This design comes from an exercise in tuning for small area and a short achievable clock period on the open sky130 flow, not from production work.
Only simulation tests tie the RTL to the original design; equivalence was not proved.

==> flow/design.v, too long to show whole: its modules and the start of the top module <==
// module fc_neuron: 1151 lines
// module fc_neuron_fa: 10 lines
module fc_neuron #(
    parameter int unsigned RELU_EN = 0
) (
    input  logic        clk,
    input  logic        rst,
    input  logic [63:0] pooledPixelArray,
    input  logic [63:0] weight,
    output logic [7:0]  result
);
  // ...
==> flow/flow/run.sh <==
#!/bin/bash
# Standard ORFS layout, except that the port buffers are the smallest plain
# buffer instead of the delay cell buffer_ports picks by default.
set -euo pipefail
export BUFFER_PORTS_ARGS="-buffer_cell sky130_fd_sc_hd__buf_1"
bash standard.sh > standard.log 2>&1
==> flow/standard.sh <==
#!/bin/bash
# synth_recipe.tcl (not shown) runs the flow's synth.tcl, then flattens the netlist and writes it again
# the make line also repeats each setting of config.mk as NAME=value (left out here)
make -C /OpenROAD-flow-scripts/flow DESIGN_CONFIG=/design/flow/config.mk WORK_HOME=/design/flow/orfs CLKGATE_MAP_FILE= SYNTH_SCRIPT=/design/flow/synth_recipe.tcl "${@:-finish}"
==> flow/config.mk <==
export PLATFORM = sky130hd
export DESIGN_NAME = fc_neuron
export DESIGN_NICKNAME = fc_neuron
export VERILOG_FILES = /design/flow/design.v
export SDC_FILE = /design/flow/constraint.sdc
export NUM_CORES = 4
export LEC_CHECK = 0
export CAP_MARGIN = 20
export CORE_MARGIN = 2
export CORE_UTILIZATION = 40
export SLEW_MARGIN = 20
export SYNTH_HIERARCHICAL = 1
export SYNTH_MINIMUM_KEEP_SIZE = 0
==> flow/constraint.sdc <==
create_clock -name core_clock -period 15.0 [get_ports {clk}]
set_input_delay 3.0000 -clock core_clock [delete_from_list [all_inputs] [get_ports {clk}]]
set_output_delay 3.0000 -clock core_clock [all_outputs]
set_load 0.01 [all_outputs]
==> run notes, run 1 <==
register area share after synthesis: 1.16%
Buffers on Ports: 137
Non-clk bufs: 137
initial antenna violation count: 0
Clk Tree Root Cell: clkbuf_16
Simple-Gate Fraction of Synth Area: 17.4%
Core Region: 33,700 um^2
Non-Clock Inverter Count: 38
WHS: 3070 ps
grt total ovfl: 0
share of cells above drive strength 1: 1.90%
drt wl/cell: 25.4 um
GRT met1 Usage: 38.5%
DR vias/cell: 5.58
fraction of area in multi-input gates: 90.0%
final estimated routing congestion in global placement: 0.976
met2 Usage GRT: 42.6%
Hold WC Path Type: in -> reg
startpoint types: input pin
DIE HEIGHT: 190 um
CP required: 15,090 ps
Antenna Nets Post-Route: 0
clk cell area share: 0.519%
Finished Layout Cells: 1,767
io pins: 138
CP Max Fanout: 8
clk slew on worst S/H paths: 30 ps
commonest non-fill, non-tap cells in the layout: 487 x fa_1, 409 x nand2_1, 137 x buf_1
Leading cell kind: multi-input gates
Starting Density: 40.9%
area taken by flip-flops and latches: 160 um^2
post-CTS sizing: 0
outcome: no timing/DRC/antenna violations
worst path bufs/invs: 2
==> run 2: changes to the inputs <==
==> flow/run.sh (new file) <==
#!/bin/bash
# synth_recipe.tcl (not shown) runs the flow's synth.tcl, then flattens the netlist and writes it again
# the make line also repeats each setting of config.mk as NAME=value (left out here)
make -C /OpenROAD-flow-scripts/flow DESIGN_CONFIG=/design/flow/config.mk WORK_HOME=/design/flow/orfs CLKGATE_MAP_FILE= SYNTH_SCRIPT=/design/flow/synth_recipe.tcl finish
removed: flow/flow/run.sh
removed: flow/standard.sh
==> run 2 against run 1 <==
  * Cell area increased by 5.9%
  * First-iteration DRC count decreased by 5.1%
  * Core utilization increased by 2.5 points
  * Final cell count unchanged
  * Critical path type unchanged
  * Via count decreased by 0.85%
  * Sequential share of layout area decreased by 0.062 points
  * Global-route usage decreased by 0.095 points
  * Die area unchanged
  * Largest cell class unchanged
  * Wire length decreased by 1.0%
  * Critical endpoint is now result_q[7]
==> run notes, run 2 <==
outcome: no timing/DRC/antenna violations
crit path DAT: 10,300 ps
Antenna Cells: 0
Fin Setup TNS: 0 ps
most common cell after layout, fill and taps aside: fa_1
synthesis-to-finish area growth: 11.3%
Buffers on Ports: 137 (unchanged)
Die Footprint: 35,900 um^2
CTS tree: yes
pin count of the biggest net entering global routing: 10
row count: 67
Area after DPL: 15,200 um^2
global-route wire length before repair: 68.2 mm
fmax: 98.2 MHz
final hold violation count: 0
clk slew on worst S/H paths: 40 ps (about the same)
Core Region: 33,700 um^2 (unchanged)
FF+latch count, synth: 8
CP required: 15,110 ps (+20 ps)
CP Max Fanout: 9 (+1)
Post-synth top cells: 487 x fa_1, 409 x nand2_1, 112 x and2_1, 112 x clkbuf_1, 38 x inv_1
Residual DRC: 0
Async S/R FF share, synth: 0%
post-synth top area share: 70.8%
Top FF cell, synth: dfxtp_1
top-count cell post-synth: fa_1
final critical-path share of the clock period: 67.9%
drt wl/cell: 25.2 um (-1.0%)
max cap viols: 0
Post-CTS Hold Buffers: 0
worst slew pin tran: 562 ps
Hold WC Path Type: in -> reg
Post-CTS Setup Inserts: 0
CTS max path bufs: 2
overall global routing resource usage: 26.1%
Sink Count: 8
Via Count: 9,775
commonest non-fill, non-tap cells in the layout: 487 x fa_1, 409 x nand2_1, 137 x clkdlybuf4s50_1
Post-Route Utilization: 45.5%
First-pass DRT Iterations: 5
biggest regs: result_q (8)
DIE HEIGHT: 190 um (unchanged)
# nets final: 1,954
Clk Tree Root Cell: clkbuf_16
Multi-input gate area: 13,000 um^2
synth top area cells: fa_1 71%, nand2_1 11%, and2_1 5.1%, clkbuf_1 3.1%, ha_1 1.5%
Design Area, Final: 15,300 um^2
largest area contributor in the synthesized netlist: fa_1
Post-Synthesis Cells: 1,292
number of CTS-inserted buffers: 3
vias in the first global route: 10,972
RSZ-0062 raised after global routing: no
register with the most flip-flops: result_q
io pins: 138 (unchanged)
minimum clock period: 10,180 ps
final estimated routing congestion in global placement: 0.951 (-2.6%)
Post-synth EDFFs: 0
Relative slew margins: 62.4%
Slew Limit Fails: 0
die width: 190 um
Setup CP Type: in -> reg
Antenna Nets Post-Route: 0 (unchanged)
Detailed Route Iter0 Violations: 802
area taken by flip-flops and latches: 160 um^2 (unchanged)
fillcell total: 3,218
CP Capture Type: flop
DR vias/cell: 5.53 (-0.85%)
Largest register FFs: 8
H-Tree Level Count: 1
synthesized area: 13,800 um^2
register area share after synthesis: 1.16% (unchanged)
post-CTS sizing: 0 (unchanged)
startpoint types: input pin
final setup fails: 0
share of cells above drive strength 1: 1.90% (unchanged)
Routed WL: 44.5 mm
initial antenna violation count: 0 (unchanged)
syn avg cell area: 10.7 um^2
yosys warns: 7
HPWL after DPL: 41.2 mm
grt total ovfl: 0 (unchanged)
post-synth cell types: 57
Starting Density: 40.9% (unchanged)
-- run 2: worst paths after layout --
check                          to  depth (start not counted)  startpoint
worst min-delay path  result_q[7]                          3         rst
worst max-delay path  result_q[7]                         21  weight[27]
-- run 2: cell type report --
type | count | share of cell area, %
Multi-Input combinational cell | 1133 | 84.9
Sequential cell | 8 | 1.05
Inverter | 38 | 0.931
Tap cell | 448 | 3.66
Timing Repair Buffer | 137 | 8.95
Clock buffer | 3 | 0.490
-- run 2: routing by layer --
layer	share of wire, %	global-route usage [%]
met1	42	37.8
met2	47	42.2
met3	7.7	2.50
met4	3.6	7.10
met5	0	0
-- run 2: logic make-up after synthesis --
kind of cell,after synthesis,synth area share (%)
compound gates,61,3.72
xor+xnor,12,0.818
simple gates,548,17.4
flops,8,1.16
buf+inv,158,4.50
mux,1,0.0727
other cells,1,0.0272
fa+ha+maj,503,72.3
-- run 2: per-stage QoR --
step	hold slack, ps	setup WS (ps)	cells
2_1_floorplan	3160	5650	1299
3_3_place_gp	3640	4690	1764
3_5_place_dp	3650	4620	1764
4_1_cts	3430	4840	1767
5_1_grt	3450	4430	1767
6_report	3420	4820	1767
-- run 2: Yosys stat by module, one instance, submodules excluded --
module	cell area [um^2]	times used	flip-flops and latches
fc_neuron	4040	1	8
fc_neuron_fa	20.0	486	0
-- run 2: worst max-delay path, cell delays in order --
cell and delay, ps:
clkdlybuf4s50_1 830, nand2_1 170, fa_1 530, fa_1 530, fa_1 480, fa_1 480, fa_1 470, fa_1 440
fa_1 390, fa_1 460, fa_1 420, fa_1 380, inv_1 60, ha_1 270, nand2_1 170, o21ai_2 240
o41ai_1 100, a21o_2 200, o2111a_1 230, o2111a_4 200, a32o_1 250

-- afterwards: timing with drivers on the ports --
The results above use ideal ports. As a check the final layouts listed here were re-extracted and re-timed, cells and wires unchanged.
Step 1 assumes that a clkbuf_16 drives the clock port and a buf_2 every other input.
Step 2 adds t to the input delays and takes it off the output delays; t is the mean of the earliest and latest rising clock arrival at the registers after step 1. Input paths then give back, and output paths get back, about the clock's delay inside the block.
Slacks: no drivers / after step 1 / after step 2; pairs: no drivers / after step 1.
| run | t, ns | slack for setup (ns) | latest minus earliest clock arrival (ns) | slew at the worst register clock pin (ns) | cell pins on the clock port's net |
|---|---|---|---|---|---|
| run 1 | 0.255 | 5.145 / 5.143 / 4.888 | 0.000 / 0.000 | 0.03 / 0.03 | 1 |
| run 2 | 0.251 | 4.818 / 4.808 / 4.557 | 0.001 / 0.000 | 0.04 / 0.04 | 1 |
After both steps setup and hold are still met in every run listed. For run 2, which loses most, drivers alone change the setup slack by -0.010 ns; drivers and shift together by -0.261 ns.
